This is an optimization exercise on Yosys and OpenROAD, whose aim is small area, a short achievable clock period and few clock cycles per item, not a production implementation. Function was checked by simulation only, so behaviour that the tests miss may differ from the original.

==> flow/design.v <==
`timescale 1ns / 1ps
package q16_pkg;
   localparam int unsigned DataWidth  = 32;
   localparam int unsigned OpWidth    = 3;
   localparam int unsigned StatWidth  = 2;
   localparam int unsigned DivBits    = 49;    
   localparam int unsigned CntWidth   = 6;
   localparam logic [OpWidth-1:0] OpAdd = 3'd0;
   localparam logic [OpWidth-1:0] OpSub = 3'd1;
   localparam logic [OpWidth-1:0] OpMul = 3'd2;
   localparam logic [OpWidth-1:0] OpDiv = 3'd3;
   localparam logic [OpWidth-1:0] OpRem = 3'd4;
   localparam logic [StatWidth-1:0] StOk   = 2'd0;
   localparam logic [StatWidth-1:0] StOvf  = 2'd1;
   localparam logic [StatWidth-1:0] StDiv0 = 2'd2;
   localparam logic [DataWidth-1:0] OvfCode = 32'h8000_0000;
   typedef struct packed {
      logic load;     
      logic step;     
      logic finish;   
   } q16_cmd_type;
   typedef struct packed {
      logic iter_done;
      logic is_div;
   } q16_stat_type;
endpackage
`timescale 1ns / 1ps
module q16_16_fixed_point_alu (
   input  logic                                 clock,
   input  logic                                 reset,
   input  logic                                 req_valid,
   output logic                                 req_ready,
   input  logic [q16_pkg::OpWidth-1:0]          req_type,
   input  logic signed [q16_pkg::DataWidth-1:0] operand_a,
   input  logic signed [q16_pkg::DataWidth-1:0] operand_b,
   output logic                                 rsp_valid,
   input  logic                                 rsp_ready,
   output logic signed [q16_pkg::DataWidth-1:0] result_value,
   output logic [q16_pkg::StatWidth-1:0]        status
);
   localparam logic [1:0] KMul  = 2'd0;    
   localparam logic [1:0] KDiv  = 2'd1;
   localparam logic [1:0] KRem  = 2'd2;
   localparam logic [1:0] KZero = 2'd3;
   logic [31:0] aq, bq;
   logic [2:0]  opq;
   logic        sbq;       
   logic        bzq;       
   logic        e_busy, e_first, e_ovf;
   logic [4:0]  e_cnt;
   logic [66:0] S;         
   logic        f_valid, f_s, f_ovf, f_div0;
   logic [1:0]  f_kind;
   logic        h_valid, k_valid;
   logic [33:0] h_val, k_val;
   logic is_add, is_sub, is_mul, is_div, is_rem, is_zero, is_dr;
   assign is_add  = (opq == q16_pkg::OpAdd);
   assign is_sub  = (opq == q16_pkg::OpSub);
   assign is_mul  = (opq == q16_pkg::OpMul);
   assign is_div  = (opq == q16_pkg::OpDiv);
   assign is_rem  = (opq == q16_pkg::OpRem);
   assign is_zero = (opq[2] & (opq[1] | opq[0]));
   assign is_dr   = is_div | is_rem;
   logic e_done, e_adv, f_fire, cap;
   always_comb begin
      if (is_dr)       e_done = e_first ? bzq : (e_cnt <= 5'd1);
      else if (is_mul) e_done = (e_cnt == 5'd0);
      else             e_done = 1'b1;
   end
   assign f_fire    = f_valid & ~k_valid;
   assign e_adv     = ~(f_valid & k_valid);
   assign req_ready = e_adv & (~e_busy | e_done);
   assign cap       = req_valid & req_ready;
   logic [32:0] sum;
   assign sum = is_sub ? ({aq[31], aq} - {bq[31], bq}) : ({aq[31], aq} + {bq[31], bq});
   logic [7:0]         mbyte;
   logic signed [8:0]  mb9;
   logic signed [40:0] mprod;
   logic [63:0]        macc, mnext;
   always_comb begin
      case (e_cnt[1:0])
         2'd0: mbyte = bq[7:0];
         2'd1: mbyte = bq[15:8];
         2'd2: mbyte = bq[23:16];
         default: mbyte = bq[31:24];
      endcase
   end
   assign mb9   = {e_first & mbyte[7], mbyte};
   logic signed [31:0] aq_s;
   assign aq_s  = aq;
   assign mprod = aq_s * mb9;
   assign macc  = e_first ? 64'd0 : S[63:0];
   assign mnext = {macc[55:0], 8'd0} + {{23{mprod[40]}}, mprod};
   logic [1:0] mj_in;
   always_comb begin
      if (operand_b[31:23] != {9{operand_b[31]}})      mj_in = 2'd3;
      else if (operand_b[23:15] != {9{operand_b[23]}}) mj_in = 2'd2;
      else if (operand_b[15:7] != {9{operand_b[15]}})  mj_in = 2'd1;
      else                                              mj_in = 2'd0;
   end
   function automatic logic [5:0] len_sig(input logic [31:0] x);
      logic [31:0] y;
      logic [5:0]  l;
      y = x ^ {32{x[31]}};
      l = 6'd0;
      for (int i = 0; i < 32; i++) if (y[i]) l = i + 1;
      len_sig = l;
   endfunction
   logic [31:0] amag, bmag;
   logic [5:0]  la, lb;
   logic signed [7:0] z, la_s, lb_s, sa_s;
   logic [2:0]  ssel;      
   logic        preovf;
   logic [4:0]  steps;
   logic [66:0] sinit;
   assign amag = aq[31] ? (~aq + 32'd1) : aq;
   assign bmag = bq[31] ? (~bq + 32'd1) : bq;
   assign la   = len_sig(aq);
   assign lb   = len_sig(bq);
   always_comb begin
      la_s = {2'b00, la};
      lb_s = {2'b00, lb};
      sa_s = {7'd0, aq[31]};
      z = (is_div ? 8'sd18 : 8'sd31) - la_s - sa_s + lb_s;
      preovf = is_div & z[7];
      if (z >= 8'sd32)      ssel = 3'd4;
      else if (z >= 8'sd24) ssel = 3'd3;
      else if (z >= 8'sd16) ssel = 3'd2;
      else if (z >= 8'sd8)  ssel = 3'd1;
      else                  ssel = 3'd0;
      if (preovf) steps = 5'd0;
      else        steps = (is_div ? 5'd18 : 5'd16) - {ssel, 2'b00};
      case ({is_div, ssel})
         4'b0000: sinit = {35'd0, amag} << 4;
         4'b0001: sinit = {35'd0, amag} << 12;
         4'b0010: sinit = {35'd0, amag} << 20;
         4'b0011: sinit = {35'd0, amag} << 28;
         4'b0100: sinit = {35'd0, amag} << 36;
         4'b1000: sinit = {35'd0, amag} << 17;
         4'b1001: sinit = {35'd0, amag} << 25;
         4'b1010: sinit = {35'd0, amag} << 33;
         4'b1011: sinit = {35'd0, amag} << 41;
         default: sinit = {35'd0, amag} << 49;
      endcase
   end
   logic [31:0] r1, r2;
   logic [32:0] t1, t2;
   logic        q1, q2;
   logic [30:0] rem1, rem2;
   logic [66:0] snext_div;
   assign r1   = {S[66:36], S[35]};
   assign t1   = {1'b0, r1} - {1'b0, bq};
   assign q1   = ~t1[32];
   assign rem1 = q1 ? t1[30:0] : r1[30:0];
   assign r2   = {rem1, S[34]};
   assign t2   = {1'b0, r2} - {1'b0, bq};
   assign q2   = ~t2[32];
   assign rem2 = q2 ? t2[30:0] : r2[30:0];
   assign snext_div = {rem2, S[33:0], q1, q2};
   always_ff @(posedge clock) begin
      if (cap) begin
         aq    <= operand_a;
         bq    <= operand_b;
         opq   <= req_type;
         sbq   <= operand_b[31];
         bzq   <= (operand_b == 32'd0);
         e_cnt <= {3'd0, mj_in};
      end else if (e_busy && e_adv) begin
         if (is_dr) begin
            if (e_first) begin
               bq    <= bmag;
               e_cnt <= steps;
            end else if (e_cnt != 5'd0) begin
               e_cnt <= e_cnt - 5'd1;
            end
         end else if (is_mul) begin
            e_cnt <= e_cnt - 5'd1;
         end
      end
   end
   always_ff @(posedge clock) begin
      if (e_busy && e_adv) begin
         if (is_add || is_sub) begin
            S[63:0] <= {{15{sum[32]}}, sum, 16'd0};
         end else if (is_mul) begin
            S[63:0] <= mnext;
         end else if (is_dr) begin
            if (e_first)              S <= sinit;
            else if (e_cnt != 5'd0)   S <= snext_div;
         end
      end
   end
   always_ff @(posedge clock) begin
      if (e_busy && e_adv && is_dr && e_first) e_ovf <= preovf;
   end
   always_ff @(posedge clock) begin
      if (reset) begin
         e_busy  <= 1'b0;
         e_first <= 1'b0;
      end else if (cap) begin
         e_busy  <= 1'b1;
         e_first <= 1'b1;
      end else if (e_busy && e_adv) begin
         e_first <= 1'b0;
         if (e_done) e_busy <= 1'b0;
      end
   end
   always_ff @(posedge clock) begin
      if (e_busy && e_done && e_adv) begin
         f_div0 <= is_dr & bzq;
         f_ovf  <= is_div & e_ovf;
         f_s    <= is_div ? (aq[31] ^ sbq) : aq[31];
         if (is_mul || is_add || is_sub) f_kind <= KMul;
         else if (is_div)                f_kind <= KDiv;
         else if (is_rem)                f_kind <= KRem;
         else                            f_kind <= KZero;
      end
   end
   always_ff @(posedge clock) begin
      if (reset)                         f_valid <= 1'b0;
      else if (e_busy && e_done && e_adv) f_valid <= 1'b1;
      else if (f_fire)                   f_valid <= 1'b0;
   end
   logic [31:0] fx, fres, fval;
   logic        fc, fs, fovf;
   logic [1:0]  fst;
   always_comb begin
      fx   = 32'd0;
      fc   = 1'b0;
      fs   = 1'b0;
      fovf = 1'b0;
      case (f_kind)
         KMul: begin
            fx   = S[47:16];
            fc   = S[15] & (S[63] ? (S[14:0] != 15'd0) : 1'b1);
            fovf = ((S[63:47] != 17'd0) && (S[63:47] != 17'h1FFFF)) ||
                   (!S[47] && (S[46:16] == 31'h7FFFFFFF) && fc);
         end
         KDiv: begin
            fx   = {1'b0, S[31:1]};
            fc   = S[0];
            fs   = f_s;
            fovf = f_ovf || (S[35:32] != 4'd0) || (S[31:0] == 32'hFFFFFFFF);
         end
         KRem: begin
            fx = {1'b0, S[66:36]};
            fs = f_s;
         end
         default: ;
      endcase
      fres = (fx ^ {32{fs}}) + {31'd0, fc ^ fs};
      if (f_div0) begin
         fval = (f_kind == KDiv) ? q16_pkg::OvfCode : 32'd0;
         fst  = q16_pkg::StDiv0;
      end else if (fovf) begin
         fval = q16_pkg::OvfCode;
         fst  = q16_pkg::StOvf;
      end else if (f_kind == KZero) begin
         fval = 32'd0;
         fst  = q16_pkg::StOk;
      end else begin
         fval = fres;
         fst  = q16_pkg::StOk;
      end
   end
   logic pop;
   assign pop = h_valid & rsp_ready;
   always_ff @(posedge clock) begin
      if (reset) begin
         h_valid <= 1'b0;
         k_valid <= 1'b0;
      end else begin
         if (pop || !h_valid) begin
            if (k_valid) begin
               h_valid <= 1'b1;
               k_valid <= 1'b0;
            end else begin
               h_valid <= f_fire;
            end
         end else if (f_fire) begin
            k_valid <= 1'b1;
         end
      end
   end
   always_ff @(posedge clock) begin
      if (pop || !h_valid) begin
         if (k_valid)     h_val <= k_val;
         else if (f_fire) h_val <= {fst, fval};
      end
      if (f_fire) k_val <= {fst, fval};
   end
   assign rsp_valid    = h_valid;
   assign result_value = h_val[31:0];
   assign status       = h_val[33:32];
endmodule
==> flow/run.sh <==
#!/bin/bash
# synth_recipe.tcl (not shown) runs the flow's synth.tcl, then flattens the netlist and writes it again
# the make line also repeats each setting of config.mk as NAME=value (left out here)
make -C /OpenROAD-flow-scripts/flow DESIGN_CONFIG=/design/flow/config.mk WORK_HOME=/design/flow/orfs CLKGATE_MAP_FILE= SYNTH_SCRIPT=/design/flow/synth_recipe.tcl finish
==> flow/config.mk <==
export PLATFORM = sky130hd
export DESIGN_NAME = q16_16_fixed_point_alu
export DESIGN_NICKNAME = q16_16_fixed_point_alu
export VERILOG_FILES = /design/flow/design.v
export SDC_FILE = /design/flow/constraint.sdc
export NUM_CORES = 4
export LEC_CHECK = 0
export CAP_MARGIN = 20
export CORE_MARGIN = 2
export CORE_UTILIZATION = 40
export SLEW_MARGIN = 20
==> flow/constraint.sdc <==
create_clock -name core_clock -period 12.0 [get_ports {clock}]
set_input_delay 2.4000 -clock core_clock [delete_from_list [all_inputs] [get_ports {clock}]]
set_output_delay 2.4000 -clock core_clock [all_outputs]
set_load 0.01 [all_outputs]
==> results of run 1 <==
[synth_stat cells, types with 67 or more instances]
library cell,instances
ha_1,273
a21oi_1,276
edfxtp_1,212
nand2b_1,67
o21ai_0,181
a21o_1,111
nand3_1,73
fa_1,236
o22ai_1,75
nor2_1,276
nand2_1,442
clkbuf_1,225
nor2b_1,83
xor2_1,75
and2_1,117
inv_1,337
xnor2_1,250
[worst max-delay path: cells and delay by family, from the launching register on]
family | cells | cell delay (ns)
compound gates | 23 | 5.25
xor+xnor | 2 | 0.37
fa+ha+maj | 9 | 3.52
buf+inv | 4 | 0.28
flops | 1 | 0.44
mux | 1 | 0.68
simple gates | 3 | 0.49
[layer usage]
metal / track usage / vias up
met3: 0.0530 / 287
met4: 0.105 / 0
met1: 0.391 / 15600
met5: 0 / -
li1: - / 14700
met2: 0.423 / 1649
[final timing paths]
kind | start | endpoint | slack (ns) | cells after the start
min | h_valid | k_valid | 0.52 | 2
max | e_cnt[0] | S[62] | 0.64 | 42
min reg2reg | h_valid | k_valid | 0.52 | 2
max reg2reg | e_cnt[0] | S[62] | 0.64 | 42
[kinds of logic after synthesis]
logic type                 synth area share
and+or+nand+nor                       0.183
adders and majority gates             0.237
muxes                                0.0189
DFF                                   0.190
buffers and inverters                0.0654
xor gates and xnor gates             0.0837
AOI/OAI and AO/OA                     0.222
[sequential cells by signal (all words and copies together) (netlist names), 2 cells and up]
name    cells
S          67
aq         32
bq         32
e_cnt       5
f_kind      2
h_val      34
k_val      34
opq         3
[area by class of cell]
class,count,area [um2]
fillers,8567,47300
well taps,1144,1430
multi-input cells,3337,25800
repair buffers,190,1700
flip-flops and latches,220,6530
clock inverters,22,317
inverters,343,1290
diodes,2,5.00
clock buffers,34,766
[per-stage QoR]
| stage | instance area [um2] |
|---|---|
| finish | 37800 |
| global route | 37800 |
| CTS | 37700 |
| detailed placement | 36600 |
| global placement | 36600 |
| floorplan | 34400 |
[what timing repair did]
action                                  4_1_cts  5_1_grt
setup buffers                                 0        5
endpoints found under the hold margin         0        0
gates resized for setup                       0        3
endpoints found under the setup margin        0        5
==> reports/results.ini, run 1 <==
[placed_design]
place.gp.congestion = 0.987
dp_hpwl_mm = 97.6
dp.cells = 5226
placement.io_buffers = 106
place_ws_ns = 0.439

[die]
core_um2 = 85100
die_h_um = 297
dieArea_um2 = 88300
ios = 107
core.rowCount = 107
start_util = 0.404
die_x_um = 297

[global_route]
grt_pass1_vias = 30500
grt_pass1_wl_mm = 191
grt_max_degree = 73
overflow = 0
antenna_found_initial = 0
grt_usage = 0.279

[timing]
hold_viol_final = 0
maxSlewHeadroom = 0.181
period_needed_ns = 11.36
timing.final.ws_setup_ns = 0.636
fin_crit_sh = 0.947
clock_skew_ns = 0.0153
rsz0062_at_grt = no
worst_slew_pin_slew_ns = 1.22
slew_violations = 0
setup_viol = 0
hold_slack_ns = 0.521
final.setup.tns_ns = 0
maxClockFrequency_mhz = 88.0

[clock_tree]
path_clk_slew_ns = 0.06
root_buffer = clkbuf_16
numCtsBuffers = 30
cts_num_sinks = 220
holdBufCountCts = 0
htree_levels = 1
cts_tree = done
clk_latency_ns = 0.62
cts_max_path_buffers = 3

[layout]
final_cell_mix = nand2_1 (442), inv_1 (337), a21oi_1 (276)
final_common_cell = nand2_1
area_growth_pct = 9.99
fin_cells = 5292
final_core_util = 0.444
fin_nets = 4702
drive_gt1_frac = 0.0572

[worst_setup_path]
crit_path_start_kind = register
cpMaxStageDelayCell = mux2i_4
cp.required_ns = 12.33
path_common_cell = a21oi_1
setup.worst_path.end_class = register
crit_arrival_ns = 11.69
worstSetupPathType = register to register
path_max_fanout = 15
slowest_delay_ns = 0.68

[synth]
synth_fp_nets = 4731
synth_top_area_share = 0.185
synth_edf_count = 212
synthFlopType = edfxtp_1
avgSynthCellArea_um2 = 8.28
ys_async_sr_fraction = 0
synth-seq-cells = 220
syn_inst = 4151
synth_top_area_cell = edfxtp_1
synth_seq_area_share = 0.190
syn_area_um2 = 34400
yosys-top-cells-area = edfxtp_1 (19%), fa_1 (14%), ha_1 (9.9%), xnor2_1 (6.4%), nand2_1 (4.8%)
yosysWarnings = 1
synth_cell_types = 85

[drt]
postRouteAntennaNets = 0
drtPass1Iterations = 10
drc = 0
wl_met1_mm = 54.6
top_layer = met4
wl_met3_mm = 12.1
drtIter0Drc = 4000
wl_met2_mm = 55.0
vias = 32200
wl_per_cell_um = 24.1
wirelength_mm = 128
vias_per_cell = 6.09

[outcome]
outcome = complete, no violations

[worst_hold_path]
hp-class = register to register

[job]
max_cap_viol_count = 0

Testbench counts, summed over its fixed seeds: cycles 16,071, ops 4,800.
==> run 2: changes to the inputs <==
--- a/flow/design.v
+++ b/flow/design.v
@@ -74,23 +74,17 @@
    logic [32:0] sum;
    assign sum = is_sub ? ({aq[31], aq} - {bq[31], bq}) : ({aq[31], aq} + {bq[31], bq});
-   logic [7:0]         mbyte;
-   logic signed [8:0]  mb9;
-   logic signed [40:0] mprod;
-   logic [63:0]        macc, mnext;
-   always_comb begin
-      case (e_cnt[1:0])
-         2'd0: mbyte = bq[7:0];
-         2'd1: mbyte = bq[15:8];
-         2'd2: mbyte = bq[23:16];
-         default: mbyte = bq[31:24];
-      endcase
-   end
-   assign mb9   = {e_first & mbyte[7], mbyte};
-   logic signed [31:0] aq_s;
-   assign aq_s  = aq;
-   assign mprod = aq_s * mb9;
-   assign macc  = e_first ? 64'd0 : S[63:0];
-   assign mnext = {macc[55:0], 8'd0} + {{23{mprod[40]}}, mprod};
+   function automatic logic [14:0] booth_enc(input logic [8:0] b9);
+      logic [10:0] bx;
+      logic [14:0] c;
+      bx = {b9[8], b9, 1'b0};
+      for (int j = 0; j < 5; j++) begin
+         c[3*j]   = bx[2*j+1] ^ bx[2*j];
+         c[3*j+1] = (bx[2*j+2] & ~bx[2*j+1] & ~bx[2*j]) | (~bx[2*j+2] & bx[2*j+1] & bx[2*j]);
+         c[3*j+2] = bx[2*j+2] & ~(bx[2*j+1] & bx[2*j]);
+      end
+      booth_enc = c;
+   endfunction
    logic [1:0] mj_in;
+   logic [7:0] mtop_in, mnxt;
    always_comb begin
       if (operand_b[31:23] != {9{operand_b[31]}})      mj_in = 2'd3;
@@ -98,5 +92,38 @@
       else if (operand_b[15:7] != {9{operand_b[15]}})  mj_in = 2'd1;
       else                                              mj_in = 2'd0;
+      case (mj_in)
+         2'd0: mtop_in = operand_b[7:0];
+         2'd1: mtop_in = operand_b[15:8];
+         2'd2: mtop_in = operand_b[23:16];
+         default: mtop_in = operand_b[31:24];
+      endcase
+      case (e_cnt[1:0])
+         2'd1: mnxt = bq[7:0];
+         2'd2: mnxt = bq[15:8];
+         default: mnxt = bq[23:16];
+      endcase
+   end
+   logic [14:0] mctl;
+   always_ff @(posedge clock) begin
+      if (cap)                          mctl <= booth_enc({mtop_in[7], mtop_in});
+      else if (e_busy && e_adv && is_mul) mctl <= booth_enc({1'b0, mnxt});
    end
+   logic [63:0] mrow [5];
+   logic [63:0] mneg, macc, mnext;
+   always_comb begin
+      mneg = 64'd0;
+      for (int j = 0; j < 5; j++) begin
+         logic [33:0] m, r;
+         m = mctl[3*j] ? {{2{aq[31]}}, aq} : (mctl[3*j+1] ? {aq[31], aq, 1'b0} : 34'd0);
+         r = m ^ {34{mctl[3*j+2]}};
+         mrow[j] = {30'd0, ~r[33], r[32:0]} << (2*j);
+         mneg[2*j] = mctl[3*j+2];
+      end
+   end
+   localparam logic [63:0] MK = 64'd0 - (64'd1 << 33) - (64'd1 << 35) - (64'd1 << 37)
+                                      - (64'd1 << 39) - (64'd1 << 41);
+   assign macc  = e_first ? 64'd0 : S[63:0];
+   assign mnext = {macc[55:0], 8'd0} + mrow[0] + mrow[1] + mrow[2] + mrow[3] + mrow[4]
+                  + mneg + MK;
    function automatic logic [5:0] len_sig(input logic [31:0] x);
       logic [31:0] y;
--- a/flow/config.mk
+++ b/flow/config.mk
@@ -6,6 +6,8 @@
 export NUM_CORES = 4
 export LEC_CHECK = 0
+export ABC_AREA = 1
 export CAP_MARGIN = 20
 export CORE_MARGIN = 2
-export CORE_UTILIZATION = 40
+export CORE_UTILIZATION = 55
+export SETUP_SLACK_MARGIN = 5
 export SLEW_MARGIN = 20
==> run 2 against run 1 <==
  * Cell area is 2.7% higher
  * Still clean on timing, DRC and antenna
  * Register-to-register slack better by 4.5 ns
  * First-iteration DRC count is 39% higher
==> reports/results.ini, run 2 <==
[worst_hold_path]
worstHoldPathCells = 2  ; unchanged
hp-class = register to register  ; unchanged
worstHoldStart = e_busy  ; was h_valid

[layout]
final_cell_mix = nand2_1 (1017), inv_1 (720), o21ai_0 (450)  ; was nand2_1 (442), inv_1 (337), a21oi_1 (276)
largest-register = S  ; unchanged
fin_cells = 5931  ; was 5292
largest_reg_flops = 67  ; unchanged
num-fill-cells = 6012  ; was 8567
area_growth_pct = 11.2  ; was 9.99%
reg.largest.list = S: 67 flops, h_val: 34 flops, k_val: 34 flops  ; unchanged
multi_input_area_um2 = 24500  ; was 25800 um2
fin_nets = 5586  ; was 4702
drive_gt1_frac = 0.0755  ; was 0.0572
final_common_cell = nand2_1  ; unchanged
seqCellArea_um2 = 6910  ; was 6530 um2

[clock_tree]
cts_tree = done  ; unchanged
htree_levels = 1  ; unchanged
root_buffer = clkbuf_16  ; unchanged
path_clk_slew_ns = 0.07  ; was 0.06 ns
cts_num_sinks = 233  ; was 220
cts_max_path_buffers = 3  ; unchanged
holdBufCountCts = 0  ; unchanged
clk_latency_ns = 0.61  ; was 0.62 ns
numCtsBuffers = 29  ; was 30

[worst_setup_path]
slowest_delay_ns = 0.60  ; was 0.68 ns
r2r_cells = 26  ; was 42
cp.required_ns = 12.35  ; was 12.33 ns
cp.depth = 26  ; was 42
cpMaxStageDelayCell = edfxtp_1  ; was mux2i_4
crit_arrival_ns = 7.22  ; was 11.69 ns
cp-startpoint = mctl[7]  ; was e_cnt[0]
path_delay_family = adder cells  ; was compound AO/OA/AOI/OAI gates
path_buf_inv = 2  ; was 4
path_max_fanout = 15  ; unchanged
crit_path_start_kind = register  ; unchanged
setup.worst_path.end_class = register  ; unchanged
r2r-start = mctl[7]  ; was e_cnt[0]
path_common_cell = nand2_1  ; was a21oi_1
worstSetupPathType = register to register  ; unchanged

[timing]
fin_crit_sh = 0.573  ; was 0.947
rsz0062_at_grt = no  ; unchanged
slew_violations = 0  ; unchanged
maxClockFrequency_mhz = 146  ; was 88.0 MHz
timing.final.ws_setup_ns = 5.13  ; was 0.636 ns
clock_skew_ns = 0.0319  ; was 0.0153 ns
hold_viol_final = 0  ; unchanged
hold_slack_ns = 0.485  ; was 0.521 ns
period_needed_ns = 6.87  ; was 11.36 ns
maxSlewHeadroom = 0.184  ; was 0.181
worst_slew_pin_slew_ns = 1.21  ; was 1.22 ns
setup_viol = 0  ; unchanged
final.setup.tns_ns = 0  ; unchanged

[synth]
syn_inst = 4986  ; was 4151
synth_fp_nets = 5508  ; was 4731
synth-seq-cells = 233  ; was 220
synth_top_area_cell = edfxtp_1  ; unchanged
synthTopCellsByCount = nand2_1 (1024), inv_1 (735), o21ai_0 (465)  ; was nand2_1 (442), inv_1 (337), a21oi_1 (276), nor2_1 (276), ha_1 (273)
synth_seq_area_share = 0.198  ; was 0.190
ys_async_sr_fraction = 0  ; unchanged
synth_edf_count = 224  ; was 212
synthFlopType = edfxtp_1  ; unchanged
syn_area_um2 = 34900  ; was 34400 um2
avgSynthCellArea_um2 = 7.01  ; was 8.28 um2
yosys-top-cells-area = edfxtp_1 (19%), ha_1 (12%), nand2_1 (11%), inv_1 (7.9%), fa_1 (7.3%)  ; was edfxtp_1 (19%), fa_1 (14%), ha_1 (9.9%), xnor2_1 (6.4%), nand2_1 (4.8%)
synth_most_common_cell = nand2_1  ; unchanged
yosysWarnings = 2  ; was 1
synth_top_area_share = 0.193  ; was 0.185
synth_cell_types = 74  ; was 85

[placed_design]
placement.io_buffers = 106  ; unchanged
dp.cells = 5769  ; was 5226
place.gp.congestion = 1.10  ; was 0.987
place_ws_ns = 3.60  ; was 0.439 ns
dp_hpwl_mm = 113  ; was 97.6 mm

[job]
max_cap_viol_count = 0  ; unchanged

[die]
core_um2 = 63000  ; was 85100 um2
ios = 107  ; unchanged
die_h_um = 256  ; was 297 um
core.rowCount = 92  ; was 107
die_x_um = 256  ; was 297 um
dieArea_um2 = 65500  ; was 88300 um2
start_util = 0.555  ; was 0.404

[global_route]
overflow = 0  ; unchanged
antenna_found_initial = 5  ; was 0
grt_usage = 0.424  ; was 0.279
grt_pass1_vias = 33200  ; was 30500
grt_max_degree = 70  ; was 73
grt_pass1_wl_mm = 210  ; was 191 mm

[drt]
vias_per_cell = 6.18  ; was 6.09
drtIter0Drc = 5574  ; was 4000
wl_per_cell_um = 24.5  ; was 24.1 um
drtPass1Iterations = 11  ; was 10
drc = 0  ; unchanged
wirelength_mm = 145  ; was 128 mm
vias = 36600  ; was 32200
postRouteAntennaNets = 0  ; unchanged

[outcome]
outcome = complete, no violations  ; unchanged

[run 2: layout make-up]
type,count,share of cell area
diodes,1,0.0000644
clock buffers,30,0.0188
clock inverters,21,0.00731
inverters,770,0.0765
multi-input cells,3766,0.630
flip-flops and latches,233,0.178
well taps,846,0.0273
repair buffers,256,0.0608
repair inverters,8,0.00142
[run 2: path summary, 6_finish.rpt]
path / endpoint / slack [ns]
max: S[60] / 5.13
min: e_busy / 0.49
min reg2reg: e_busy / 0.49
max reg2reg: S[60] / 5.13
[run 2: timing repair]
| item | in CTS | in global routing |
|---|---|---|
| buffers inserted | 5 | 92 |
| pin swaps | 4 | 16 |
| endpoints found under the setup margin | 57 | 63 |
| gates cloned | 6 | 7 |
| resized for setup | 34 | 89 |
[run 2: cell families after synthesis]
| kind of cell | share of synthesized area |
|---|---|
| and+or+nand+nor | 0.204 |
| AOI/OAI and AO/OA | 0.201 |
| buffers and inverters | 0.109 |
| adders and majority gates | 0.189 |
| xor gates and xnor gates | 0.0986 |
| DFF | 0.198 |
| muxes | 0.000609 |
[run 2: worst min-delay path: cells and delay by family, from the launching register on]
kind	cells	cell delay, ns
compound gates	1	0.05
flops	1	0.32
simple gates	1	0.06
[run 2: layer usage]
layer | GRT usage | vias up | part of all wire | wire length (um)
met5 | 0.0161 | - | 0.0010 | 152
met4 | 0.200 | 6 | 0.060 | 8680
met1 | 0.552 | 16900 | 0.39 | 56000
met2 | 0.622 | 2472 | 0.41 | 59600
li1 | - | 16800 | - | -
met3 | 0.152 | 475 | 0.14 | 20600
[run 2: per-stage QoR]
stage	util	area [um2]
floorplan	-	34900
global placement	0.580	36500
detailed placement	0.580	36500
CTS	0.599	37700
global route	0.617	38800
finish	0.617	38800
Testbench counts of run 2, summed over its fixed seeds: cycles 16,071, ops 4,800.
==> run 3: changes to the inputs <==
--- a/flow/config.mk
+++ b/flow/config.mk
@@ -6,8 +6,6 @@
 export NUM_CORES = 4
 export LEC_CHECK = 0
-export ABC_AREA = 1
 export CAP_MARGIN = 20
 export CORE_MARGIN = 2
-export CORE_UTILIZATION = 55
-export SETUP_SLACK_MARGIN = 5
+export CORE_UTILIZATION = 40
 export SLEW_MARGIN = 20
==> run 3 against run 2 <==
  * Highest routed layer unchanged
  * Register-to-register slack lost 2.0 ns
  * Critical endpoint is now S[42]
  * Critical path type unchanged
  * Die area increased by 34%
  * Clock skew increased by 0.0087 ns
  * Maximum frequency fell by 22%
  * Synthesized area is 1.9% lower
  * Cell area shrank 4.2%
  * Still clean
==> reports/results.ini, run 3 <==
[outcome]
outcome = complete, no violations  ; unchanged

[synth]
synthAdderAreaFrac = 0.193  ; was 0.189
syn_inst = 4368  ; was 4986
synth_seq_area_share = 0.202  ; was 0.198
synth-simple-area-share = 0.187  ; was 0.204
synthMuxAreaShare = 0.0118  ; was 0.000609
synthFlopType = edfxtp_1  ; unchanged
synth-seq-cells = 233  ; unchanged
post_synth_xor_area_fraction = 0.103  ; was 0.0986
synthTopCellsByCount = nand2_1 (576), o21ai_0 (324), ha_1 (323)  ; was nand2_1 (1024), inv_1 (735), o21ai_0 (465)
avgSynthCellArea_um2 = 7.84  ; was 7.01 um2
synth_edf_count = 224  ; unchanged
syn_area_um2 = 34300  ; was 34900 um2
synth_fp_nets = 4890  ; was 5508
yosysWarnings = 2  ; unchanged
synth_top_family_by_area = compound AO/OA/AOI/OAI gates  ; was simple AND/OR/NAND/NOR gates
synth_cell_types = 88  ; was 74
synth_most_common_cell = nand2_1  ; unchanged
yosys-top-cells-area = edfxtp_1 (20%), ha_1 (12%), fa_1 (7.5%), xnor2_1 (6.9%), nand2_1 (6.3%)  ; was edfxtp_1 (19%), ha_1 (12%), nand2_1 (11%), inv_1 (7.9%), fa_1 (7.3%)
synth_top_area_cell = edfxtp_1  ; unchanged
synth-compound-area-share = 0.238  ; was 0.201
ys_async_sr_fraction = 0  ; unchanged
synth_top_area_share = 0.196  ; was 0.193

[drt]
drtPass1Iterations = 12  ; was 11
postRouteAntennaNets = 0  ; unchanged
vias = 33300  ; was 36600
drtIter0Drc = 4315  ; was 5574
wl_per_cell_um = 23.8  ; was 24.5 um
wirelength_mm = 130  ; was 145 mm
vias_per_cell = 6.11  ; was 6.18
drc = 0  ; unchanged

[placed_design]
dp_hpwl_mm = 99.5  ; was 113 mm
place.gp.congestion = 0.985  ; was 1.10
placement.io_buffers = 106  ; unchanged

[die]
ios = 107  ; unchanged
core_um2 = 85000  ; was 63000 um2
die_h_um = 297  ; was 256 um
die_x_um = 297  ; was 256 um
start_util = 0.403  ; was 0.555
dieArea_um2 = 88000  ; was 65500 um2
core.rowCount = 107  ; was 92

[timing]
worst_slew_pin_slew_ns = 1.25  ; was 1.21 ns
slew_violations = 0  ; unchanged
fin_crit_sh = 0.737  ; was 0.573
hold_viol_final = 0  ; unchanged
period_needed_ns = 8.84  ; was 6.87 ns
maxClockFrequency_mhz = 113  ; was 146 MHz
final.setup.tns_ns = 0  ; unchanged
maxSlewHeadroom = 0.166  ; was 0.184
clock_skew_ns = 0.0406  ; was 0.0319 ns
rsz0062_at_grt = no  ; unchanged
setup_viol = 0  ; unchanged

[clock_tree]
path_clk_slew_ns = 0.06  ; was 0.07 ns
clk_latency_ns = 0.60  ; was 0.61 ns
cts_num_sinks = 233  ; unchanged
cts_setup_buffers = 0  ; was 5
htree_levels = 1  ; unchanged
root_buffer = clkbuf_16  ; unchanged
cts_tree = done  ; unchanged
numCtsBuffers = 28  ; was 29
holdBufCountCts = 0  ; unchanged
cts_max_path_buffers = 3  ; unchanged
cts.repair.resized = 0  ; was 34

[worst_setup_path]
cpMaxStageDelayCell = edfxtp_1  ; unchanged
setup.worst_path.end_class = register  ; unchanged
crit_path_start_kind = register  ; unchanged
worstSetupPathType = register to register  ; unchanged
path_max_fanout = 22  ; was 15
crit_arrival_ns = 9.13  ; was 7.22 ns
path_common_cell = a21oi_1  ; was nand2_1
cp.required_ns = 12.29  ; was 12.35 ns
slowest_delay_ns = 0.77  ; was 0.60 ns

[layout]
largest-register = S  ; unchanged
drive_gt1_frac = 0.0469  ; was 0.0755
final_cell_mix = nand2_1 (575), o21ai_0 (323), ha_1 (323)  ; was nand2_1 (1017), inv_1 (720), o21ai_0 (450)
area_growth_pct = 8.62  ; was 11.2%
final_common_cell = nand2_1  ; unchanged
final_core_util = 0.438  ; was 0.617
diodes = 0  ; was 1
largest_reg_flops = 67  ; unchanged
reg.largest.list = S: 67 flops, h_val: 34 flops, k_val: 34 flops  ; unchanged
fin_nets = 4807  ; was 5586

[global_route]
grt_pass1_vias = 30300  ; was 33200
antenna_found_initial = 6  ; was 5
overflow = 0  ; unchanged
grt_pass1_wl_mm = 193  ; was 210 mm
grt_usage = 0.288  ; was 0.424
grt_max_degree = 88  ; was 70

[worst_hold_path]
hp-class = register to register  ; unchanged

[job]
max_cap_viol_count = 0  ; unchanged

run 3: changes by cell type after synthesis, sizes merged, moves of 88 or more:
cell    change
xor2      -155
a21o       +88
o21ai     -212
inv       -473
clkbuf    +119
nand2     -467
xnor2     +170
run 3: cell type report:
type	count	area [um2]
multi-input combinational	3541	25200
fill	8624	47800
tap	1144	1430
clock inverter	20	199
clock buffer	32	737
sequential	233	6910
timing repair buffer	180	1610
inverter	301	1130
run 3: path summary, 6_finish.rpt:
path	startpoint	endpoint	slack, ns	cells after the start
setup / recovery	aq[0]	S[42]	3.16	36
hold / removal	e_busy	e_busy	0.51	2
setup reg to reg	aq[0]	S[42]	3.16	36
hold reg to reg	e_busy	e_busy	0.51	2
run 3: kinds of logic (layout without fill, tap and decap cells):
group                      Yosys count  after routing
AOI/OAI and AO/OA                 1255           1255
xor gates and xnor gates           401            401
DFF                                233            233
and+or+nand+nor                   1397           1397
buffers and inverters              594            533
adders and majority gates          451            451
muxes                               37             37
run 3: layer usage:
metal / share of wire / routed length, um / vias to the layer above / global-route usage
li1: - / - / 15500 / -
met1: 0.42 / 55000 / 15700 / 0.401
met2: 0.42 / 54300 / 1809 / 0.434
met3: 0.10 / 13200 / 348 / 0.0553
met4: 0.054 / 7010 / 4 / 0.125
met5: 0.00021 / 27 / - / 0
run 3: metrics by stage:
stage	instance area, um2	setup WS (ns)	std cells	hold slack [ns]
finish	37200	3.16	5451	0.513
global route	37200	2.57	5451	0.522
CTS	37200	3.48	5449	0.503
detailed placement	36200	3.57	5397	0.490
global placement	36200	3.71	5397	0.475
floorplan	34300	5.16	4368	0.454
run 3: critical path, delay by kind of cell, from the launching register on:
| kind | cells | cell delay, ns |
|---|---|---|
| adders and majority gates | 5 | 1.35 |
| buffers and inverters | 3 | 0.39 |
| and+or+nand+nor | 7 | 1.88 |
| AOI/OAI and AO/OA | 21 | 4.12 |
| DFF | 1 | 0.77 |
==> run 4: changes to the inputs <==
--- a/flow/design.v
+++ b/flow/design.v
@@ -52,6 +52,4 @@
    logic        f_valid, f_s, f_ovf, f_div0;
    logic [1:0]  f_kind;
-   logic        h_valid, k_valid;
-   logic [33:0] h_val, k_val;
    logic is_add, is_sub, is_mul, is_div, is_rem, is_zero, is_dr;
    assign is_add  = (opq == q16_pkg::OpAdd);
@@ -62,5 +60,5 @@
    assign is_zero = (opq[2] & (opq[1] | opq[0]));
    assign is_dr   = is_div | is_rem;
-   logic e_done, e_adv, f_fire, cap;
+   logic e_done, e_adv, cap;
    always_comb begin
       if (is_dr)       e_done = e_first ? bzq : (e_cnt <= 5'd1);
@@ -68,6 +66,5 @@
       else             e_done = 1'b1;
    end
-   assign f_fire    = f_valid & ~k_valid;
-   assign e_adv     = ~(f_valid & k_valid);
+   assign e_adv     = ~f_valid | rsp_ready;
    assign req_ready = e_adv & (~e_busy | e_done);
    assign cap       = req_valid & req_ready;
@@ -85,17 +82,32 @@
       booth_enc = c;
    endfunction
-   logic [1:0] mj_in;
-   logic [7:0] mtop_in, mnxt;
-   always_comb begin
-      if (operand_b[31:23] != {9{operand_b[31]}})      mj_in = 2'd3;
-      else if (operand_b[23:15] != {9{operand_b[23]}}) mj_in = 2'd2;
-      else if (operand_b[15:7] != {9{operand_b[15]}})  mj_in = 2'd1;
-      else                                              mj_in = 2'd0;
-      case (mj_in)
-         2'd0: mtop_in = operand_b[7:0];
-         2'd1: mtop_in = operand_b[15:8];
-         2'd2: mtop_in = operand_b[23:16];
-         default: mtop_in = operand_b[31:24];
+   function automatic logic [1:0] top_byte(input logic [31:0] x);
+      if (x[31:23] != {9{x[31]}})      top_byte = 2'd3;
+      else if (x[23:15] != {9{x[23]}}) top_byte = 2'd2;
+      else if (x[15:7] != {9{x[15]}})  top_byte = 2'd1;
+      else                             top_byte = 2'd0;
+   endfunction
+   function automatic logic [7:0] byte_sel(input logic [31:0] x, input logic [1:0] j);
+      case (j)
+         2'd0: byte_sel = x[7:0];
+         2'd1: byte_sel = x[15:8];
+         2'd2: byte_sel = x[23:16];
+         default: byte_sel = x[31:24];
       endcase
+   endfunction
+   logic [1:0]  mja, mjb, mj_in;
+   logic [7:0]  mtopa, mtopb, mtop_in, mnxt;
+   logic        swap_in;
+   logic [31:0] a_in, b_in;
+   always_comb begin
+      mja     = top_byte(operand_a);
+      mjb     = top_byte(operand_b);
+      mtopa   = byte_sel(operand_a, mja);
+      mtopb   = byte_sel(operand_b, mjb);
+      swap_in = (req_type == q16_pkg::OpMul) && (mja < mjb);
+      mj_in   = swap_in ? mja : mjb;
+      mtop_in = swap_in ? mtopa : mtopb;
+      a_in    = swap_in ? operand_b : operand_a;
+      b_in    = swap_in ? operand_a : operand_b;
       case (e_cnt[1:0])
          2'd1: mnxt = bq[7:0];
@@ -143,9 +155,10 @@
    assign amag = aq[31] ? (~aq + 32'd1) : aq;
    assign bmag = bq[31] ? (~bq + 32'd1) : bq;
-   assign la   = len_sig(aq);
-   assign lb   = len_sig(bq);
+   assign la   = len_sig(operand_a);
+   assign lb   = len_sig(operand_b);
+   logic [5:0] la_q, lb_q;
    always_comb begin
-      la_s = {2'b00, la};
-      lb_s = {2'b00, lb};
+      la_s = {2'b00, la_q};
+      lb_s = {2'b00, lb_q};
       sa_s = {7'd0, aq[31]};
       z = (is_div ? 8'sd18 : 8'sd31) - la_s - sa_s + lb_s;
@@ -156,6 +169,19 @@
       else if (z >= 8'sd8)  ssel = 3'd1;
       else                  ssel = 3'd0;
-      if (preovf) steps = 5'd0;
-      else        steps = (is_div ? 5'd18 : 5'd16) - {ssel, 2'b00};
+      case ({preovf, is_div, ssel})
+         5'b00000: steps = 5'd16;
+         5'b00001: steps = 5'd12;
+         5'b00010: steps = 5'd8;
+         5'b00011: steps = 5'd4;
+         5'b00100: steps = 5'd0;
+         5'b01000: steps = 5'd18;
+         5'b01001: steps = 5'd14;
+         5'b01010: steps = 5'd10;
+         5'b01011: steps = 5'd6;
+         5'b01100: steps = 5'd2;
+         default:  steps = 5'd0;
+      endcase
+   end
+   always_comb begin
       case ({is_div, ssel})
          4'b0000: sinit = {35'd0, amag} << 4;
@@ -187,10 +213,12 @@
    always_ff @(posedge clock) begin
       if (cap) begin
-         aq    <= operand_a;
-         bq    <= operand_b;
+         aq    <= a_in;
+         bq    <= b_in;
          opq   <= req_type;
          sbq   <= operand_b[31];
          bzq   <= (operand_b == 32'd0);
          e_cnt <= {3'd0, mj_in};
+         la_q  <= la;
+         lb_q  <= lb;
       end else if (e_busy && e_adv) begin
          if (is_dr) begin
@@ -198,4 +226,5 @@
                bq    <= bmag;
                e_cnt <= steps;
+               e_ovf <= preovf;
             end else if (e_cnt != 5'd0) begin
                e_cnt <= e_cnt - 5'd1;
@@ -219,7 +248,4 @@
    end
    always_ff @(posedge clock) begin
-      if (e_busy && e_adv && is_dr && e_first) e_ovf <= preovf;
-   end
-   always_ff @(posedge clock) begin
       if (reset) begin
          e_busy  <= 1'b0;
@@ -236,5 +262,5 @@
       if (e_busy && e_done && e_adv) begin
          f_div0 <= is_dr & bzq;
-         f_ovf  <= is_div & e_ovf;
+         f_ovf  <= is_div & ~e_first & e_ovf;
          f_s    <= is_div ? (aq[31] ^ sbq) : aq[31];
          if (is_mul || is_add || is_sub) f_kind <= KMul;
@@ -247,5 +273,5 @@
       if (reset)                         f_valid <= 1'b0;
       else if (e_busy && e_done && e_adv) f_valid <= 1'b1;
-      else if (f_fire)                   f_valid <= 1'b0;
+      else if (rsp_ready)                f_valid <= 1'b0;
    end
    logic [31:0] fx, fres, fval;
@@ -291,32 +317,6 @@
       end
    end
-   logic pop;
-   assign pop = h_valid & rsp_ready;
-   always_ff @(posedge clock) begin
-      if (reset) begin
-         h_valid <= 1'b0;
-         k_valid <= 1'b0;
-      end else begin
-         if (pop || !h_valid) begin
-            if (k_valid) begin
-               h_valid <= 1'b1;
-               k_valid <= 1'b0;
-            end else begin
-               h_valid <= f_fire;
-            end
-         end else if (f_fire) begin
-            k_valid <= 1'b1;
-         end
-      end
-   end
-   always_ff @(posedge clock) begin
-      if (pop || !h_valid) begin
-         if (k_valid)     h_val <= k_val;
-         else if (f_fire) h_val <= {fst, fval};
-      end
-      if (f_fire) k_val <= {fst, fval};
-   end
-   assign rsp_valid    = h_valid;
-   assign result_value = h_val[31:0];
-   assign status       = h_val[33:32];
+   assign rsp_valid    = f_valid;
+   assign result_value = fval;
+   assign status       = fst;
 endmodule
--- a/flow/config.mk
+++ b/flow/config.mk
@@ -6,6 +6,8 @@
 export NUM_CORES = 4
 export LEC_CHECK = 0
+export ABC_AREA = 1
 export CAP_MARGIN = 20
 export CORE_MARGIN = 2
-export CORE_UTILIZATION = 40
+export CORE_UTILIZATION = 55
+export SETUP_SLACK_MARGIN = 5
 export SLEW_MARGIN = 20
==> run 4 against run 3 <==
  * Still clean
  * Maximum frequency increased by 29%
  * Clock-buffer cell count fell by 14
  * Register-to-register slack improved by 2.0 ns
  * Final cell count grew 8.4%
  * Clock skew fell by 0.025 ns
  * Worst hold slack lost 0.012 ns
  * Flip-flop and latch count decreased by 60
  * Synthesized cell count rose by 16%
==> reports/results.ini, run 4 <==
[outcome]
outcome = complete, no violations  ; unchanged

[die]
ios = 107  ; unchanged
dieArea_um2 = 63400  ; was 88000 um2
core_um2 = 60600  ; was 85000 um2
core.rowCount = 90  ; was 107
start_util = 0.558  ; was 0.403
die_x_um = 252  ; was 297 um
die_h_um = 252  ; was 297 um

[worst_setup_path]
r2r-start = opq[2]  ; was aq[0]
crit_path_start_kind = register  ; unchanged
cp.required_ns = 9.60  ; was 12.29 ns
setup.worst_path.end_class = output pin  ; was register
path_max_fanout = 4  ; was 22
crit_arrival_ns = 4.45  ; was 9.13 ns
worstSetupPathType = register to output pin  ; was register to register
cp-startpoint = S[10]  ; was aq[0]
r2r_cells = 28  ; was 36

[global_route]
grt_pass1_vias = 34200  ; was 30300
grt_pass1_wl_mm = 215  ; was 193 mm
grt_max_degree = 89  ; was 88
overflow = 0  ; unchanged
grt_usage = 0.454  ; was 0.288
antenna_found_initial = 5  ; was 6

[timing]
maxClockFrequency_mhz = 146  ; was 113 MHz
period_needed_ns = 6.85  ; was 8.84 ns
worst_slew_pin_slew_ns = 1.14  ; was 1.25 ns
clock_skew_ns = 0.0154  ; was 0.0406 ns
hold_viol_final = 0  ; unchanged
final.setup.tns_ns = 0  ; unchanged
fin_crit_sh = 0.571  ; was 0.737
setup_viol = 0  ; unchanged
rsz0062_at_grt = yes  ; was no
hold_slack_ns = 0.501  ; was 0.513 ns
slew_violations = 0  ; unchanged
maxSlewHeadroom = 0.235  ; was 0.166

[layout]
final_common_cell = nand2_1  ; unchanged
reg.largest.list = S: 67 flops, aq: 32 flops, bq: 32 flops  ; was S: 67 flops, h_val: 34 flops, k_val: 34 flops
fin_nets = 5631  ; was 4807
drive_gt1_frac = 0.0544  ; was 0.0469
largest_reg_flops = 67  ; unchanged
final_core_util = 0.604  ; was 0.438
final_cell_area_um2 = 36600  ; was 37200 um2
multi_input_area_um2 = 24800  ; was 25200 um2
seqCellArea_um2 = 5130  ; was 6910 um2
area_growth_pct = 8.31  ; was 8.62%
largest-register = S  ; unchanged
num-fill-cells = 6001  ; was 8624
final_cell_mix = nand2_1 (943), inv_1 (801), o21ai_0 (581)  ; was nand2_1 (575), o21ai_0 (323), ha_1 (323)

[drt]
drtIter0Drc = 5943  ; was 4315
postRouteAntennaNets = 0  ; unchanged
wirelength_mm = 149  ; was 130 mm
drc = 0  ; unchanged
wl_per_cell_um = 25.3  ; was 23.8 um
drtPass1Iterations = 9  ; was 12
vias_per_cell = 6.37  ; was 6.11
vias = 37600  ; was 33300

[clock_tree]
cts_max_path_buffers = 2  ; was 3
path_clk_slew_ns = 0.08  ; was 0.06 ns
root_buffer = clkbuf_16  ; unchanged
cts_tree = done  ; unchanged
clk_latency_ns = 0.48  ; was 0.60 ns
holdBufCountCts = 0  ; unchanged
cts_num_sinks = 173  ; was 233
htree_levels = 4  ; was 1
numCtsBuffers = 17  ; was 28

[synth]
syn_inst = 5085  ; was 4368
synth_seq_area_share = 0.152  ; was 0.202
yosys-top-cells-area = edfxtp_1 (15%), ha_1 (12%), nand2_1 (11%), inv_1 (9.0%), o21ai_0 (8.7%)  ; was edfxtp_1 (20%), ha_1 (12%), fa_1 (7.5%), xnor2_1 (6.9%), nand2_1 (6.3%)
synth_cell_types = 60  ; was 88
syn_area_um2 = 33800  ; was 34300 um2
synth_edf_count = 166  ; was 224
yosysWarnings = 2  ; unchanged
synth_top_area_share = 0.148  ; was 0.196
synth_fp_nets = 5605  ; was 4890
synth-seq-cells = 173  ; was 233
synthFlopType = edfxtp_1  ; unchanged
avgSynthCellArea_um2 = 6.65  ; was 7.84 um2
ys_async_sr_fraction = 0  ; unchanged
synthTopCellsByCount = nand2_1 (948), inv_1 (811), o21ai_0 (586)  ; was nand2_1 (576), o21ai_0 (324), ha_1 (323)
synth_most_common_cell = nand2_1  ; unchanged
synth_top_area_cell = edfxtp_1  ; unchanged

[job]
max_cap_viol_count = 0  ; unchanged

[placed_design]
placed_area_um2 = 35400  ; was 36200 um2
dp_hpwl_mm = 120  ; was 99.5 mm
place.gp.congestion = 1.11  ; was 0.985
placement.io_buffers = 106  ; unchanged

[worst_hold_path]
worstHoldStart = e_busy  ; unchanged
worstHoldPathCells = 2  ; unchanged
hp-class = register to register  ; unchanged

-- run 4: per-layer routing --
layer,vias up,global-route usage,part of all wire,wire length (um)
met5,-,0.0116,0.00092,138
met4,8,0.292,0.082,12300
met3,666,0.136,0.14,20800
met2,2798,0.677,0.41,61000
met1,17200,0.571,0.37,55100
li1,17000,-,-,-
-- run 4: metrics by stage --
step	instances	worst slack, ns
after floorplan	5085	5.69
after detailed placement	5825	4.77
after global placement	5825	4.79
after global routing	5907	4.87
after CTS	5863	4.80
final	5908	5.15
-- run 4: logic make-up (layout without fill, tap and decap cells) --
kind of cell,after synthesis,in the layout,synth area share
DFF,173,173,0.152
adders and majority gates,449,449,0.195
xor gates and xnor gates,382,382,0.0997
other,0,2,0
muxes,1,1,0.000333
AOI/OAI and AO/OA,1310,1310,0.218
and+or+nand+nor,1721,1721,0.217
buffers and inverters,1049,1088,0.118
-- run 4: worst paths after layout --
kind                                          to  slack, ns
worst max register to register             S[32]       5.16
worst max-delay path            result_value[29]       5.15
worst min register to register            e_busy       0.50
worst min-delay path                      e_busy       0.50
-- run 4: area by class of cell --
class	count	share of cell area
repair inverters	7	0.00137
diodes	2	0.000137
clock buffers	18	0.0120
well taps	782	0.0267
clock inverters	14	0.00438
multi-input cells	3863	0.679
inverters	850	0.0883
repair buffers	199	0.0484
flip-flops and latches	173	0.140
-- run 4: repair_timing --
action                                  CTS  global route
endpoints found under the hold margin     0             0
resized for setup                        13            84
buffers inserted                          6            36
pin swaps                                 1             9
endpoints found under the setup margin   18            54
gates cloned                              0             7
-- run 4: worst max-delay path: stages, from the launching register on --
cell	delay, ns
edfxtp_1	0.44
nor4_2	0.27
nand4_1	0.19
o311ai_2	0.34
inv_1	0.10
a21oi_2	0.13
xor2_1	0.17
ha_2	0.23
nand2_1	0.08
nor2_2	0.13
nand2_2	0.08
nor2_4	0.17
nand3_4	0.10
nor2_4	0.11
nand2_1	0.07
nor2_2	0.13
nand2_2	0.08
nor2_4	0.11
nand2_2	0.09
nor2_4	0.13
nand2_4	0.08
nor2_4	0.16
nand2_4	0.09
nor2_4	0.10
a21oi_1	0.07
a211oi_2	0.14
buf_2	0.17
Testbench counts of run 4, summed over its fixed seeds: cycles 15,166, ops 4,800.
==> run 5: changes to the inputs <==
--- a/flow/design.v
+++ b/flow/design.v
@@ -47,5 +47,5 @@
    logic        sbq;       
    logic        bzq;       
-   logic        e_busy, e_first, e_ovf;
+   logic        e_busy, e_first, e_ovf, e_nost;
    logic [4:0]  e_cnt;
    logic [66:0] S;         
@@ -62,5 +62,5 @@
    logic e_done, e_adv, cap;
    always_comb begin
-      if (is_dr)       e_done = e_first ? bzq : (e_cnt <= 5'd1);
+      if (is_dr)       e_done = e_first ? (bzq | e_nost) : (e_cnt <= 5'd1);
       else if (is_mul) e_done = (e_cnt == 5'd0);
       else             e_done = 1'b1;
@@ -136,6 +136,25 @@
                                       - (64'd1 << 39) - (64'd1 << 41);
    assign macc  = e_first ? 64'd0 : S[63:0];
-   assign mnext = {macc[55:0], 8'd0} + mrow[0] + mrow[1] + mrow[2] + mrow[3] + mrow[4]
-                  + mneg + MK;
+   function automatic logic [127:0] csa(input logic [63:0] x, input logic [63:0] y,
+                                        input logic [63:0] w);
+      logic [63:0] sm, cy;
+      sm = x ^ y ^ w;
+      cy = (x & y) | (x & w) | (y & w);
+      csa = {sm, cy[62:0], 1'b0};
+   endfunction
+   logic [63:0] mr1, mr2, mr3, mr4, mrk, ms1, mc1, ms2, mc2, ms3, mc3, ms4, mc4, ms5, mc5;
+   always_comb begin
+      mr1 = mrow[1] | {63'd0, mneg[0]};
+      mr2 = mrow[2] | {61'd0, mneg[2], 2'b00};
+      mr3 = mrow[3] | {59'd0, mneg[4], 4'b0000};
+      mr4 = mrow[4] | {57'd0, mneg[6], 6'b000000};
+      mrk = MK | {55'd0, mneg[8], 8'd0};
+      {ms1, mc1} = csa(mrow[0], mr1, mr2);
+      {ms2, mc2} = csa(mr3, mr4, {macc[55:0], 8'd0});
+      {ms3, mc3} = csa(ms1, mc1, ms2);
+      {ms4, mc4} = csa(ms3, mc3, mc2);
+      {ms5, mc5} = csa(ms4, mc4, mrk);
+   end
+   assign mnext = ms5 + mc5;
    function automatic logic [5:0] len_sig(input logic [31:0] x);
       logic [31:0] y;
@@ -149,5 +168,5 @@
    logic [5:0]  la, lb;
    logic signed [7:0] z, la_s, lb_s, sa_s;
-   logic [2:0]  ssel;      
+   logic [3:0]  ssel;      
    logic        preovf;
    logic [4:0]  steps;
@@ -164,36 +183,12 @@
       z = (is_div ? 8'sd18 : 8'sd31) - la_s - sa_s + lb_s;
       preovf = is_div & z[7];
-      if (z >= 8'sd32)      ssel = 3'd4;
-      else if (z >= 8'sd24) ssel = 3'd3;
-      else if (z >= 8'sd16) ssel = 3'd2;
-      else if (z >= 8'sd8)  ssel = 3'd1;
-      else                  ssel = 3'd0;
-      case ({preovf, is_div, ssel})
-         5'b00000: steps = 5'd16;
-         5'b00001: steps = 5'd12;
-         5'b00010: steps = 5'd8;
-         5'b00011: steps = 5'd4;
-         5'b00100: steps = 5'd0;
-         5'b01000: steps = 5'd18;
-         5'b01001: steps = 5'd14;
-         5'b01010: steps = 5'd10;
-         5'b01011: steps = 5'd6;
-         5'b01100: steps = 5'd2;
-         default:  steps = 5'd0;
-      endcase
+      if (z >= 8'sd32)      ssel = 4'd8;
+      else if (z[7])        ssel = 4'd0;
+      else                  ssel = {1'b0, z[4:2]};
+      if (preovf) steps = 5'd0;
+      else        steps = (is_div ? 5'd18 : 5'd16) - {ssel, 1'b0};
    end
    always_comb begin
-      case ({is_div, ssel})
-         4'b0000: sinit = {35'd0, amag} << 4;
-         4'b0001: sinit = {35'd0, amag} << 12;
-         4'b0010: sinit = {35'd0, amag} << 20;
-         4'b0011: sinit = {35'd0, amag} << 28;
-         4'b0100: sinit = {35'd0, amag} << 36;
-         4'b1000: sinit = {35'd0, amag} << 17;
-         4'b1001: sinit = {35'd0, amag} << 25;
-         4'b1010: sinit = {35'd0, amag} << 33;
-         4'b1011: sinit = {35'd0, amag} << 41;
-         default: sinit = {35'd0, amag} << 49;
-      endcase
+      sinit = is_div ? ({35'd0, amag} << (17 + 4 * ssel)) : ({35'd0, amag} << (4 + 4 * ssel));
    end
    logic [31:0] r1, r2;
@@ -221,4 +216,6 @@
          la_q  <= la;
          lb_q  <= lb;
+         e_nost <= (req_type == q16_pkg::OpRem) ? ({1'b0, lb} > {1'b0, la} + {6'd0, operand_a[31]}) :
+                   ({1'b0, la} + {6'd0, operand_a[31]} >= {1'b0, lb} + 7'd19);
       end else if (e_busy && e_adv) begin
          if (is_dr) begin
@@ -262,5 +259,5 @@
       if (e_busy && e_done && e_adv) begin
          f_div0 <= is_dr & bzq;
-         f_ovf  <= is_div & ~e_first & e_ovf;
+         f_ovf  <= is_div & (e_first ? e_nost : e_ovf);
          f_s    <= is_div ? (aq[31] ^ sbq) : aq[31];
          if (is_mul || is_add || is_sub) f_kind <= KMul;
==> run 5 against run 4 <==
  * Clock-buffer cell count fell by 1
  * Final cell count is 1.0% lower
  * Wire length decreased by 3.6%
  * Clock skew is 0.00090 ns higher
  * Sequential share of layout area rose by 0.27 points
  * Critical endpoint is now result_value[31]
  * Largest cell class unchanged
==> reports/results.ini, run 5 <==
[global_route]
antenna_found_initial = 4  ; was 5
grt_usage = 0.447  ; was 0.454
overflow = 0  ; unchanged
grt_pass1_vias = 33400  ; was 34200
grt_max_degree = 112  ; was 89
grt_pass1_wl_mm = 208  ; was 215 mm

[timing]
maxSlewHeadroom = 0.268  ; was 0.235
fin_crit_sh = 0.589  ; was 0.571
rsz0062_at_grt = yes  ; unchanged
slew_violations = 0  ; unchanged
hold_viol_final = 0  ; unchanged
clock_skew_ns = 0.0163  ; was 0.0154 ns
final.setup.tns_ns = 0  ; unchanged
period_needed_ns = 7.07  ; was 6.85 ns
hold_slack_ns = 0.514  ; was 0.501 ns
setup_viol = 0  ; unchanged
maxClockFrequency_mhz = 142  ; was 146 MHz
worst_slew_pin_slew_ns = 1.10  ; was 1.14 ns

[synth]
yosys-top-cells-area = edfxtp_1 (15%), nand2_1 (13%), ha_1 (10%), o21ai_0 (9.6%), inv_1 (8.5%)  ; was edfxtp_1 (15%), ha_1 (12%), nand2_1 (11%), inv_1 (9.0%), o21ai_0 (8.7%)
synth_edf_count = 167  ; was 166
synth_cell_types = 70  ; was 60
syn_inst = 5014  ; was 5085
avgSynthCellArea_um2 = 6.56  ; was 6.65 um2
synth_top_area_share = 0.153  ; was 0.148
synth-seq-cells = 174  ; was 173
synthTopCellsByCount = nand2_1 (1104), inv_1 (748), o21ai_0 (628)  ; was nand2_1 (948), inv_1 (811), o21ai_0 (586)
synth_fp_nets = 5481  ; was 5605
synth_seq_area_share = 0.157  ; was 0.152
yosysWarnings = 2  ; unchanged
syn_area_um2 = 32900  ; was 33800 um2
synth_most_common_cell = nand2_1  ; unchanged
synthFlopType = edfxtp_1  ; unchanged
ys_async_sr_fraction = 0  ; unchanged
synth_top_area_cell = edfxtp_1  ; unchanged

[placed_design]
dp_hpwl_mm = 112  ; was 120 mm
dp.cells = 5721  ; was 5825
place.gp.congestion = 1.07  ; was 1.11
placement.io_buffers = 106  ; unchanged

[worst_setup_path]
path_delay_family = simple AND/OR/NAND/NOR gates  ; unchanged
cp.required_ns = 9.60  ; about the same
path_common_cell = nand2_1  ; was nor2_4
cpMaxStageDelayCell = edfxtp_1  ; unchanged
setup.worst_path.end_class = output pin  ; unchanged
crit_path_start_kind = register  ; unchanged
slowest_delay_ns = 0.58  ; was 0.44 ns
worstSetupPathType = register to output pin  ; unchanged
path_buf_inv = 2  ; unchanged
crit_arrival_ns = 4.67  ; was 4.45 ns
path_max_fanout = 4  ; unchanged

[layout]
drive_gt1_frac = 0.0639  ; was 0.0544
fin_nets = 5527  ; was 5631
final_common_cell = nand2_1  ; unchanged
area_growth_pct = 9.79  ; was 8.31%
multi_input_area_um2 = 24300  ; was 24800 um2
final_cell_mix = nand2_1 (1095), inv_1 (735), o21ai_0 (619)  ; was nand2_1 (943), inv_1 (801), o21ai_0 (581)
fin_cells = 5848  ; was 5908
largest_reg_flops = 67  ; unchanged
seqCellArea_um2 = 5150  ; was 5130 um2
largest-register = S  ; unchanged
num-fill-cells = 5765  ; was 6001
reg.largest.list = S: 67 flops, aq: 32 flops, bq: 32 flops  ; unchanged

[die]
ios = 107  ; unchanged
dieArea_um2 = 61700  ; was 63400 um2
die_x_um = 248  ; was 252 um
start_util = 0.557  ; was 0.558
core.rowCount = 89  ; was 90
core_um2 = 59000  ; was 60600 um2
die_h_um = 248  ; was 252 um

[drt]
vias_per_cell = 6.27  ; was 6.37
drtPass1Iterations = 14  ; was 9
wirelength_mm = 144  ; was 149 mm
wl_per_cell_um = 24.6  ; was 25.3 um
postRouteAntennaNets = 0  ; unchanged
drc = 0  ; unchanged
drtIter0Drc = 5540  ; was 5943
vias = 36700  ; was 37600

[job]
max_cap_viol_count = 0  ; unchanged

[clock_tree]
root_buffer = clkbuf_16  ; unchanged
path_clk_slew_ns = 0.08  ; about the same
cts_tree = done  ; unchanged
htree_levels = 4  ; unchanged
numCtsBuffers = 17  ; unchanged
cts_num_sinks = 174  ; was 173
clk_latency_ns = 0.49  ; was 0.48 ns
holdBufCountCts = 0  ; unchanged
cts_max_path_buffers = 2  ; unchanged

[worst_hold_path]
hp-class = register to register  ; unchanged

[outcome]
outcome = complete, no violations  ; unchanged

==> run 5: changes by cell type in the layout (fill, tap and decap cells not counted), sizes merged, moves of 24 or more <==
| cell | previous run | this run |
|---|---|---|
| o21ai | 615 | 670 |
| buf | 100 | 130 |
| a21oi | 343 | 313 |
| o22ai | 104 | 39 |
| xnor2 | 99 | 75 |
| nand2 | 956 | 1113 |
| nand3 | 187 | 158 |
| ha | 321 | 267 |
| inv | 845 | 760 |
==> run 5: cell families after synthesis <==
family / share of synthesized area
xor+xnor: 0.100
mux: 0.00396
compound gates: 0.210
buf+inv: 0.114
flops: 0.157
simple gates: 0.235
fa+ha+maj: 0.180
==> run 5: what timing repair did <==
| item | in CTS | in global routing |
|---|---|---|
| setup endpoints to repair | 70 | 79 |
| cloned | 5 | 1 |
| pin swaps | 15 | 20 |
| buffers inserted | 26 | 60 |
| gates resized for setup | 46 | 111 |
==> run 5: worst paths after layout <==
path | slack (ns) | cells after the start | from | end
setup reg to reg | 5.18 | 28 | bq[0] | S[55]
hold reg to reg | 0.51 | 2 | e_busy | e_busy
setup / recovery | 4.93 | 31 | S[14] | result_value[31]
hold / removal | 0.51 | 2 | e_busy | e_busy
==> run 5: final cells by class <==
cell class	instances	area share
multi-input combinational	3862	0.673
clock buffer	17	0.0118
clock inverter	15	0.00475
inverter	767	0.0811
timing repair buffer	233	0.0583
timing repair inverter	5	0.000971
sequential	174	0.143
antenna	2	0.000139
tap	773	0.0268
==> run 5: routing by layer <==
layer	global-route usage	vias to the layer above	wire length (um)
li1	-	16700	-
met1	0.570	16900	53600
met2	0.671	2581	60200
met3	0.123	567	19300
met4	0.272	2	10800
met5	0	-	18
==> run 5: worst min-delay path, stage by stage (launching register included) <==
cell     delay [ns]
dfxtp_1        0.33
nand2_1        0.07
a21oi_1        0.07
==> run 5: stage by stage <==
step / setup slack (ns) / utilization / area (um2)
2_1_floorplan: 5.54 / - / 32900
3_3_place_gp: 4.43 / 0.582 / 34300
3_5_place_dp: 4.38 / 0.582 / 34300
4_1_cts: 4.89 / 0.598 / 35300
5_1_grt: 4.79 / 0.612 / 36100
6_report: 4.93 / 0.612 / 36100
Testbench counts of run 5, summed over its fixed seeds: cycles 14,006, ops 4,800.

## re-timing with driven ports
How much do the figures lean on ideal ports? The routed layouts below were timed once more, with nothing changed but the port constraints.
Step 1, drivers: a clkbuf_16 drives clock and a buf_2 each remaining input, both assumed.
Step 2 adds t to the input delays and takes it off the output delays; t is the mean of the earliest and latest rising clock arrival at the registers after step 1. Input paths then give back, and output paths get back, about the clock's delay inside the block.
a / b / c = ideal ports / drivers / drivers and shift; a / b = the first two.
run	shift t [ns]	slack for setup (ns)	worst register clock-pin slew, ns	worst data-port slew with drivers (ns)
run 1	0.679	0.636 / 0.636 / 0.636	0.07 / 0.07	0.04
run 2	0.655	5.128 / 5.128 / 5.128	0.07 / 0.07	0.06
run 3	0.656	3.159 / 3.159 / 3.159	0.07 / 0.07	0.04
run 4	0.528	5.150 / 5.093 / 5.067	0.08 / 0.08	0.05
run 5	0.550	4.934 / 4.865 / 4.948	0.09 / 0.09	0.03
After both steps every run listed still meets setup and hold. For run 4, which loses most, drivers alone change the setup slack by -0.057 ns; drivers and shift together by -0.083 ns.
